This design comes from an exercise in tuning for small area, a short achievable clock period and few clock cycles per item on the open sky130 flow, not from production work.
At most, simulation tests tie the RTL to the original design; equivalence was not proved.
Power figures rest on the tool's default switching activity, not on a simulated workload.

== 08-16 ==
Design csa_multiplier, start of the top module:
module csa_multiplier (
    input  logic        clk,
    input  logic        rst_n,
    input  logic        in_valid,
    input  logic [15:0] x,
    input  logic [15:0] y,
    output logic        out_valid,
    output logic [31:0] product
);
export LEC_CHECK = 0
export CAP_MARGIN = 20
export CORE_MARGIN = 2
export CORE_UTILIZATION = 40
export CTS_CLUSTER_DIAMETER = 80
export CTS_CLUSTER_SIZE = 24
export SETUP_SLACK_MARGIN = 4.3
export SLEW_MARGIN = 20
create_clock -name core_clock -period 6.5 [get_ports {clk}]
standard.sh (not shown) runs the stock make flow with config.mk's settings and CLKGATE_MAP_FILE= SYNTH_SCRIPT=/design/flow/synth_recipe.tcl, a recipe that flattens the netlist after the stock synthesis.
==> flow/flow/run.sh <==
#!/bin/bash
# Own layout flow: the standard layout with two changes.
# 1. Synthesis: Yosys's synth runs with -noabc, so its early "abc -fast" pass
#    does not re-map the hand-written full/half adders before extract_fa maps
#    them to the library's fa/ha cells (no inverters between adders).
# 2. Port buffers: buffer_ports still gives every input and output port a
#    buffer, but uses the plain buffer named below instead of the delay cell
#    it picks by default.
# Everything else is the standard flow (standard.sh, ORFS make targets).
set -euo pipefail
here=$(pwd)
sed 's/yosys synth -nofsm -noshare /yosys synth -nofsm -noshare -noabc /' synth_recipe.tcl > noabc_synth.tcl
grep -q -- "-noabc" noabc_synth.tcl
export BUFFER_PORTS_ARGS="-buffer_cell sky130_fd_sc_hd__buf_1"
bash standard.sh SYNTH_SCRIPT="$here/noabc_synth.tcl" finish > "$here/flow_make.log" 2>&1
08-16 | stages: all done | timing, DRC, antenna: all pass
The following lists how 04-05 was set up differently from 08-16:
--- a/flow/config.mk
+++ b/flow/config.mk
@@ -12,3 +12,3 @@
 export CTS_CLUSTER_SIZE = 24
-export SETUP_SLACK_MARGIN = 4.3
+export SETUP_SLACK_MARGIN = 4.0
 export SLEW_MARGIN = 20
## What came out
- Compared with 08-16, 04-05 shows a proportion of power drawn by the clock network that is 2.3 points higher.
- The share of total power in sequential cells of 04-05 is higher than that of 08-16.
- | non-clock buffer count | higher: 08-16 |
- Compared with 08-16, 04-05 shows fmax that has gone down by a few percent.
No run of this note included a check of the RTL's function; only the layout flow was run.

run 1:
Another version of the RTL of csa_multiplier (not shown whole).
For scale: about 220 flip-flops, ~68 I/O pins, roughly 11000 um2 of cells after synthesis.
Settings: LEC_CHECK=0, CAP_MARGIN=20, CORE_MARGIN=2, CORE_UTILIZATION=40, CTS_CLUSTER_DIAMETER=80, CTS_CLUSTER_SIZE=24, SETUP_SLACK_MARGIN=4.2, SLEW_MARGIN=20; clock period 6.5 ns.
Scripts as last shown in full above: flow/flow/run.sh
Testbench counts of run 1, summed over its fixed seeds: cycles 12,024, items 12,000.
### run 1 -> run 2
# run 1
export LEC_CHECK = 0
export CAP_MARGIN = 20
export CORE_MARGIN = 2
export CORE_UTILIZATION = 40
export CTS_CLUSTER_DIAMETER = 80
export CTS_CLUSTER_SIZE = 24
export SETUP_SLACK_MARGIN = 4.2
export SLEW_MARGIN = 20
create_clock -name core_clock -period 6.5 [get_ports {clk}]
# run 2
export LEC_CHECK = 0
export CAP_MARGIN = 20
export CORE_MARGIN = 2
export CORE_UTILIZATION = 40
export CTS_CLUSTER_DIAMETER = 80
export CTS_CLUSTER_SIZE = 24
export SETUP_SLACK_MARGIN = 4.25
export SLEW_MARGIN = 20
create_clock -name core_clock -period 6.5 [get_ports {clk}]
Findings:
Utilization run 1 -> run 2: up. Run 2 vs run 1: count of clock-buffer cells in the layout up. Between run 2 and run 1, it is run 2 whose fraction of cell area in non-clock buffers is higher, by 0.52 points. For count of sequential standard cells, run 1 and run 2 come out practically identical. Total power: run 2 worse than run 1. Run 1 -> run 2: post-synthesis xor/xnor area fraction delta 0, exact match.
Input changes introduced in run 3 (baseline for comparison: run 2):
# run 2
export LEC_CHECK = 0
export CAP_MARGIN = 20
export CORE_MARGIN = 2
export CORE_UTILIZATION = 40
export CTS_CLUSTER_DIAMETER = 80
export CTS_CLUSTER_SIZE = 24
export SETUP_SLACK_MARGIN = 4.25
export SLEW_MARGIN = 20
create_clock -name core_clock -period 6.5 [get_ports {clk}]
# run 3
export LEC_CHECK = 0
export CAP_MARGIN = 20
export CORE_MARGIN = 2
export CORE_UTILIZATION = 35
export CTS_CLUSTER_DIAMETER = 100
export CTS_CLUSTER_SIZE = 30
export SETUP_SLACK_MARGIN = 4.25
export SLEW_MARGIN = 20
create_clock -name core_clock -period 6.5 [get_ports {clk}]
[summary]
Total power of run 3 is lower than that of run 2. Status: sequential share of layout area parity (run 2, run 3). The final reports for run 3 and run 2 show setup slack lower in the former.
Setup changes, run 3 to run 4
# run 3
export LEC_CHECK = 0
export CAP_MARGIN = 20
export CORE_MARGIN = 2
export CORE_UTILIZATION = 35
export CTS_CLUSTER_DIAMETER = 100
export CTS_CLUSTER_SIZE = 30
export SETUP_SLACK_MARGIN = 4.25
export SLEW_MARGIN = 20
create_clock -name core_clock -period 6.5 [get_ports {clk}]
# run 4
export LEC_CHECK = 0
export CAP_MARGIN = 20
export CORE_MARGIN = 2
export CORE_UTILIZATION = 40
export CTS_CLUSTER_DIAMETER = 100
export CTS_CLUSTER_SIZE = 30
export SETUP_SLACK_MARGIN = 4.3
export SLEW_MARGIN = 20
create_clock -name core_clock -period 6.5 [get_ports {clk}]
--- outcome ---
- Minimum period implied by the final worst setup slack, run 3 and run 4: larger value in run 3
- Run 4 against run 3: post-layout instance count excluding filler cells went down by 56, power in sequential cells about even, average via count per standard cell saw an increase, half-perimeter wire length after detailed placement decreased by 570 um relative to the old numbers.

[separate check: timing with driven ports]
The results above use ideal ports. As a check the final layouts listed here were re-extracted and re-timed, cells and wires unchanged. Step 1 sets driving cells, clkbuf_16 on the clock port and buf_2 on the other inputs (assumed; they add their load-dependent delay and slew). Step 2, shift: input delay + t, output delay - t, t = (earliest + latest rising clock arrival at the registers) / 2. This alone moves slack from input paths to output paths. Three values: ideal, step 1, step 2; two values: the first two.
| run | shift t [ns] | setup slack, ns | worst setup path after step 2 | worst register clock-pin slew, ns | worst slew at a driven data input, ns |
|---|---|---|---|---|---|
| 08-16 | 0.515 | 4.195 / 4.195 / 4.195 | register to register | 0.10 / 0.10 | 0.03 |
| 04-05 | 0.517 | 4.028 / 4.028 / 4.028 | register to register | 0.09 / 0.09 | 0.03 |
| run 1 | 0.530 | 4.164 / 4.164 / 4.164 | register to register | 0.09 / 0.09 | 0.03 |
| run 2 | 0.526 | 4.252 / 4.228 / 4.252 | register to register | 0.09 / 0.09 | 0.03 |
| run 3 | 0.512 | 4.240 / 4.231 / 4.240 | register to register | 0.11 / 0.11 | 0.04 |
| run 4 | 0.507 | 4.246 / 4.245 / 4.246 | register to register | 0.11 / 0.11 | 0.03 |
After both steps every run listed still meets setup and hold.
